What follows belongs to an exercise in optimizing a design on an open flow for small area and a short achievable clock period; a production flow would make more cautious choices. No run shown here included a check of the RTL's function; only the layout flow was run. Power and IR drop assume default switching activity.

==> flow/design.v, too long to show whole: its modules and the start of the top module <==
// module conv_energy_tree: 1595 lines
// module conv_energy_add: 541 lines
// module conv_fa: 10 lines
// module conv_ha: 9 lines
// module conv_xnor: 7 lines
// module conv_or: 7 lines
// module conv_xor: 7 lines
// module conv_nor: 7 lines
// module conv_peak_detect: 111 lines
module conv_peak_detect
#(
  parameter int unsigned MAX_LEN = 8,
  parameter int unsigned IDX_W   = 4
) (
  input  logic                  clk,
  input  logic                  rst,
  input  logic                  in_valid,
  input  logic [2*conv_pkg::SAMPLE_W-1:0] in_data,
  output logic                  out_valid,
  output conv_pkg::energy_t        out_peak,
  output logic [IDX_W-1:0]      out_idx,
  output logic [IDX_W-1:0]      out_len,
  output logic                  out_ovf,
  output logic                  out_err
);
  // ...
==> flow/flow/run.sh <==
#!/bin/bash
set -euo pipefail
export BUFFER_PORTS_ARGS="-buffer_cell sky130_fd_sc_hd__buf_1"
export CTS_ARGS="-sink_clustering_enable -repair_clock_nets -sink_clustering_size 22 -sink_clustering_max_diameter 80 -dont_use_dummy_load"
bash standard.sh > standard.log 2>&1
==> flow/standard.sh <==
#!/bin/bash
# synth_recipe.tcl (not shown) runs the flow's synth.tcl, then flattens the netlist and writes it again
# the make line also repeats each setting of config.mk as NAME=value (left out here)
make -C /OpenROAD-flow-scripts/flow DESIGN_CONFIG=/design/flow/config.mk WORK_HOME=/design/flow/orfs CLKGATE_MAP_FILE= SYNTH_SCRIPT=/design/flow/synth_recipe.tcl "${@:-finish}"
==> flow/config.mk <==
export PLATFORM = sky130hd
export DESIGN_NAME = conv_peak_detect
export DESIGN_NICKNAME = conv_peak_detect
export VERILOG_FILES = /design/flow/design.v
export SDC_FILE = /design/flow/constraint.sdc
export NUM_CORES = 4
export LEC_CHECK = 0
export ABC_CLOCK_PERIOD_IN_PS = 4000
export CAP_MARGIN = 20
export CORE_MARGIN = 2
export CORE_UTILIZATION = 40
export CTS_CLUSTER_DIAMETER = 80
export CTS_CLUSTER_SIZE = 22
export PLACE_DENSITY = 0.6
export SETUP_SLACK_MARGIN = 4.4
export SLEW_MARGIN = 20
export SYNTH_HIERARCHICAL = 1
export SYNTH_MINIMUM_KEEP_SIZE = 0
==> flow/constraint.sdc <==
create_clock -name core_clock -period 7.5 [get_ports {clk}]
set_input_delay 1.5000 -clock core_clock [delete_from_list [all_inputs] [get_ports {clk}]]
set_output_delay 1.5000 -clock core_clock [all_outputs]
set_load 0.01 [all_outputs]
==> flow_metrics.tcl, run 1 <==
set metrics [dict create \
    antenna_found_initial 0 \
    root_buffer "clkbuf_16" \
    regArea_um2 5780 \
    rrSetupSlack_ns 4.14 \
    synth_top_family_by_area "adder cells" \
    synth_top_cell_area_share_pct 29.5 \
    cts_sinks 285 \
    layout_commonest_cell "nand2_1" \
    firstDrtPassIters 5 \
    nClkBuffers 19 \
    num_antenna_cells 0 \
    dpl.hpwl_mm 29.6 \
    yosysSeqAreaShare_pct 30.0 \
    crit_chain "or2_1, fa_1, fa_1, xor2_2, nand3_2, a211oi_2, o31a_1, buf_6, or2_4, a31o_1, ha_1, nor2_2, xnor2_1" \
    power_leakage_nw 7.20 \
    core_um2 47400 \
    wl_per_cell_um 18.9 \
    crit_buf_inv 1 \
    cp_common_cell "fa_1" \
    r2r-end "e3[25]" \
    cellPowerDensity_nw_per_um2 450 \
    clk_share_pct 2.40 \
    seq_power_share_pct 26.8 \
    pre_cts_ws_ns 3.75 \
    cts_tree "done" \
    final_cell_area_um2 19800 \
    synth_compound_area_share_pct 7.18 \
    outcome "complete, no violations" \
    well_tap_count 615 \
    worstSetupStartpointType "flip-flop" \
    ant_nets 0 \
    criticalPathCategory "flip-flop to flip-flop" \
    placed_cells 2341 \
    use_met1_pct 24.9 \
    netlist_instances 1857 \
    fin_tns_setup_ns 0 \
    path_depth 13 \
    yosys_warnings 7 \
    fmax_mhz 297 \
    synth.avg_cell_area_um2 10.3 \
    endpoint "e3[25]" \
    buffer_area_share_pct 3.03 \
    grt_most_used_layer "met2" \
    rsz0062_at_grt "true" \
    drt-met1-wl_mm 20.1 \
]
==> run 2: changes to the inputs <==
--- a/flow/config.mk
+++ b/flow/config.mk
@@ -14,3 +14,3 @@
 export PLACE_DENSITY = 0.6
-export SETUP_SLACK_MARGIN = 4.4
+export SETUP_SLACK_MARGIN = 4.1
 export SLEW_MARGIN = 20
==> flow_metrics.tcl, run 2 <==
set metrics [dict create \
    period_minus_slack_ns 3.36 \
    cp_max_fo 4 \
    r2r-end "e3[35]" \
    layout_common_cells "nand2_1 (334), fa_1 (273), dfxtp_1 (266)" \
    min_path_cells 0 \
    worstSetupStartpointType "flip-flop" \
    criticalPathCategory "flip-flop to flip-flop" \
    grt_pass1_vias 12800 \
    cts_max_path_buffers 3 \
    dpl.hpwl_mm 29.6 \
    timing.hold.ws_ns 0.336 \
    final_core_util_pct 41.0 \
    numCtsBuffers 19 \
    grt_use_total_pct 17.7 \
    die_x_um 223 \
    cp_top_family "adder cells" \
    synth_nets 2224 \
    h-tree-depth 1 \
    min-delay-start "f1" \
    ir_worst_vdd_uv 332 \
    yosysSeqAreaShare_pct 30.0 \
    synthTopCellsByArea "dfxtp_1 (30%), fa_1 (29%), buf_4 (7.0%)" \
    drc 0 \
    initial_core_util_pct 40.3 \
    firstDrtPassIters 8 \
    max_slew_margin_pct 31.9 \
    hp-class "flip-flop to flip-flop" \
    fin_crit_sh_pct 44.8 \
    yosys_warnings 7 \
    place_congestion 0.851 \
    final_nets 2124 \
    die_h_um 223 \
    die-area_um2 49500 \
    core_um2 47400 \
    skew_ns 0.0400 \
    internal_power_w 0.00471 \
    p_clk_share_pct 11.4 \
    drt-initial-drc-count 759 \
    drv_cap 0 \
    ant_nets 0 \
    synth_area_um2 19100 \
    setup_violations 0 \
    reg2reg_from "r2_n[31]" \
    via_per_inst 5.16 \
    final_cell_area_um2 19500 \
    tightest_slew_ns 1.02 \
    numPortBuffers 84 \
    grt_pass1_wl_mm 69.5 \
    totalWireLength_mm 44.2 \
    slew_violations 0 \
    rows 80 \
    p_sw_share_pct 43.9 \
    cts_sinks 285 \
    async_reset_ff_share_pct 0 \
    clk_latency_ns 0.52 \
    synth.avg_cell_area_um2 10.3 \
    power.switching_w 0.00368 \
    synth_top_cell_area_share_pct 29.5 \
    rsz0062_at_grt "true" \
    areaGrowthSynthToFinish_pct 1.85 \
    hold_end "f2" \
    crit_chain "or2_1, fa_1, fa_1, xor2_2, nand3_2, nor3b_4, o31a_1, buf_6, o21ai_4, a31oi_1, ha_2, nor2_2, xnor2_2" \
    num_antenna_cells 0 \
    end_kind "flip-flop" \
    ys_types 56 \
    placed_cell_area_um2 18700 \
    cts_tree "done" \
    layout_commonest_cell "nand2_1" \
    cp_common_cell "fa_1" \
    synth_top_area_cell "dfxtp_1" \
    yosys_register_bits 285 \
    crit_buf_inv 1 \
    synthTopCellsByCount "nand2_1 (334), dfxtp_1 (282), fa_1 (273), buf_4 (179), nor2_1 (103)" \
    fmax_mhz 297 \
    worstPathRequired_ns 7.91 \
    root_buffer "clkbuf_16" \
    total_power_w 0.00839 \
    netlist_instances 1857 \
    clk_pin_slew_ns 0.09 \
    reg2reg_depth 13 \
    outcome "complete, no violations" \
    largest_reg_flops 110 \
    critPathMaxStageDelay_ns 0.58 \
    wl_per_cell_um 18.6 \
    regMostFlops "r2_n" \
    critPathSlowestCell "fa_1" \
    path_depth 13 \
    io_pins 86 \
    antenna_found_initial 0 \
    cellPowerDensity_nw_per_um2 431 \
    synth_edf_count 3 \
    combinationalPowerShare_pct 60.2 \
    power_leakage_nw 7.10 \
    fin_tns_setup_ns 0 \
    yosysMostFrequentCell "nand2_1" \
    vias 12200 \
    seq_power_share_pct 28.4 \
    hold_viol 0 \
    synth_flop_cell "dfxtp_1" \
    fill_cells 4594 \
    drive_gt1_share_pct 8.77 \
    rrSetupSlack_ns 4.14 \
    cp.arrival_ns 3.77 \
    grt_max_degree 118 \
    overflow 0 \
]
-- run 2: worst max path at each step --
stage / startpoint / end / slack, ns
floorplan: r2_n[31] / e3[25] / 4.46
global placement: max_e[33] / max_idx[0] / 3.76
detailed placement: max_e[35] / max_idx[0] / 3.75
CTS: r2_n[55] / e3[35] / 4.11
global route: r2_n[31] / e3[35] / 4.00
finish: r2_n[31] / e3[35] / 4.14
-- run 2: cell type report --
class	instances	area [um^2]	area share [%]
Multi-Input combinational cell	1299	11800	60.7
Clock buffer	19	475	2.44
Inverter	54	203	1.04
Sequential cell	285	5760	29.6
Tap cell	615	769	3.95
Timing Repair Buffer	98	445	2.29
-- run 2: kinds of logic (layout without fill, tap and decap cells) --
family | Yosys count | in the layout | synth area share (%)
other | 1 | 1 | 0.0196
xor gates and xnor gates | 97 | 97 | 4.44
buffers and inverters | 279 | 171 | 9.30
muxes | 10 | 10 | 0.609
and+or+nand+nor | 673 | 679 | 16.2
adders and majority gates | 328 | 328 | 32.2
DFF | 285 | 285 | 30.0
AOI/OAI and AO/OA | 184 | 184 | 7.18
-- run 2: routing by layer --
metal	GRT usage, %	share of wire (%)	vias up
met3	3.20	6.6	67
li1	-	-	5561
met2	28.3	46	424
met5	0	0	-
met1	24.9	45	6167
met4	4.50	2.1	0
-- run 2: Yosys stat by module, one instance, submodules excluded --
module | cells inside | copies in the design | flops+latches | cell area, um^2
conv_or | 1 | 48 | 0 | 6.26
conv_xnor | 1 | 50 | 0 | 8.76
conv_fa | 1 | 273 | 0 | 20.0
conv_ha | 1 | 1 | 0 | 12.5
conv_peak_detect | 780 | 1 | 285 | 8880
conv_xor | 1 | 30 | 0 | 8.76
conv_nor | 1 | 29 | 0 | 3.75
conv_energy_add | 124 | 1 | 0 | 812
conv_energy_tree | 522 | 1 | 0 | 2840
-- run 2: repair_timing --
action,CTS,global route
endpoints found under the setup margin,84,44
setup buffers,0,3
gates resized for setup,7,46
cloned,3,3
hold buffers,0,0
pin swaps,3,23
-- run 2: power by group through the flow --
stage / Clock [W] / Sequential [W] / Combinational, W
final: 0.000955 / 0.00238 / 0.00505
after global routing: 0.00104 / 0.00243 / 0.00571
after CTS: 0.000995 / 0.00238 / 0.00472
after detailed placement: 0 / 0.00242 / 0.00463
after global placement: 0 / 0.00240 / 0.00453
after floorplan: 0 / 0.00229 / 0.00394
-- run 2: worst reg2reg max path, stage by stage, from the launching register on --
cell and delay (ns):
dfxtp_2 0.33, or2_1 0.22, fa_1 0.48, fa_1 0.58, xor2_2 0.25, nand3_2 0.17, nor3b_4 0.25, o31a_1 0.18
buf_6 0.13, o21ai_4 0.07, a31oi_1 0.18, ha_2 0.21, nor2_2 0.05, xnor2_2 0.14
-- run 2: through the flow --
step | worst slack, ns | cells
after detailed placement | 3.75 | 2341
final | 4.14 | 2370
after floorplan | 4.46 | 1857
after global routing | 4.00 | 2370
after global placement | 3.76 | 2341
after CTS | 4.11 | 2363

[port drivers added, routing unchanged]
The flow's constraints put no driver on any port. The routed layouts listed below were extracted and timed again, unchanged, in two steps. Step 1 (the two cells are an assumption about what drives the block):
set clk [get_ports {clk}]
set_driving_cell -lib_cell sky130_fd_sc_hd__clkbuf_16 $clk
set_driving_cell -lib_cell sky130_fd_sc_hd__buf_2 [delete_from_list [all_inputs] $clk]
Step 2 also shifts input and output timing later by t, the mid clock arrival at the registers, as if the neighbouring blocks saw the same clock. Three values: ideal, step 1, step 2; two values: the first two.
run | shift t [ns] | slack for setup (ns) | worst hold slack (ns)
run 1 | 0.565 | 4.135 / 4.135 / 4.135 | 0.336 / 0.336 / 0.336
run 2 | 0.559 | 4.138 / 4.138 / 4.138 | 0.336 / 0.336 / 0.336
After both steps every run listed still meets setup and hold.
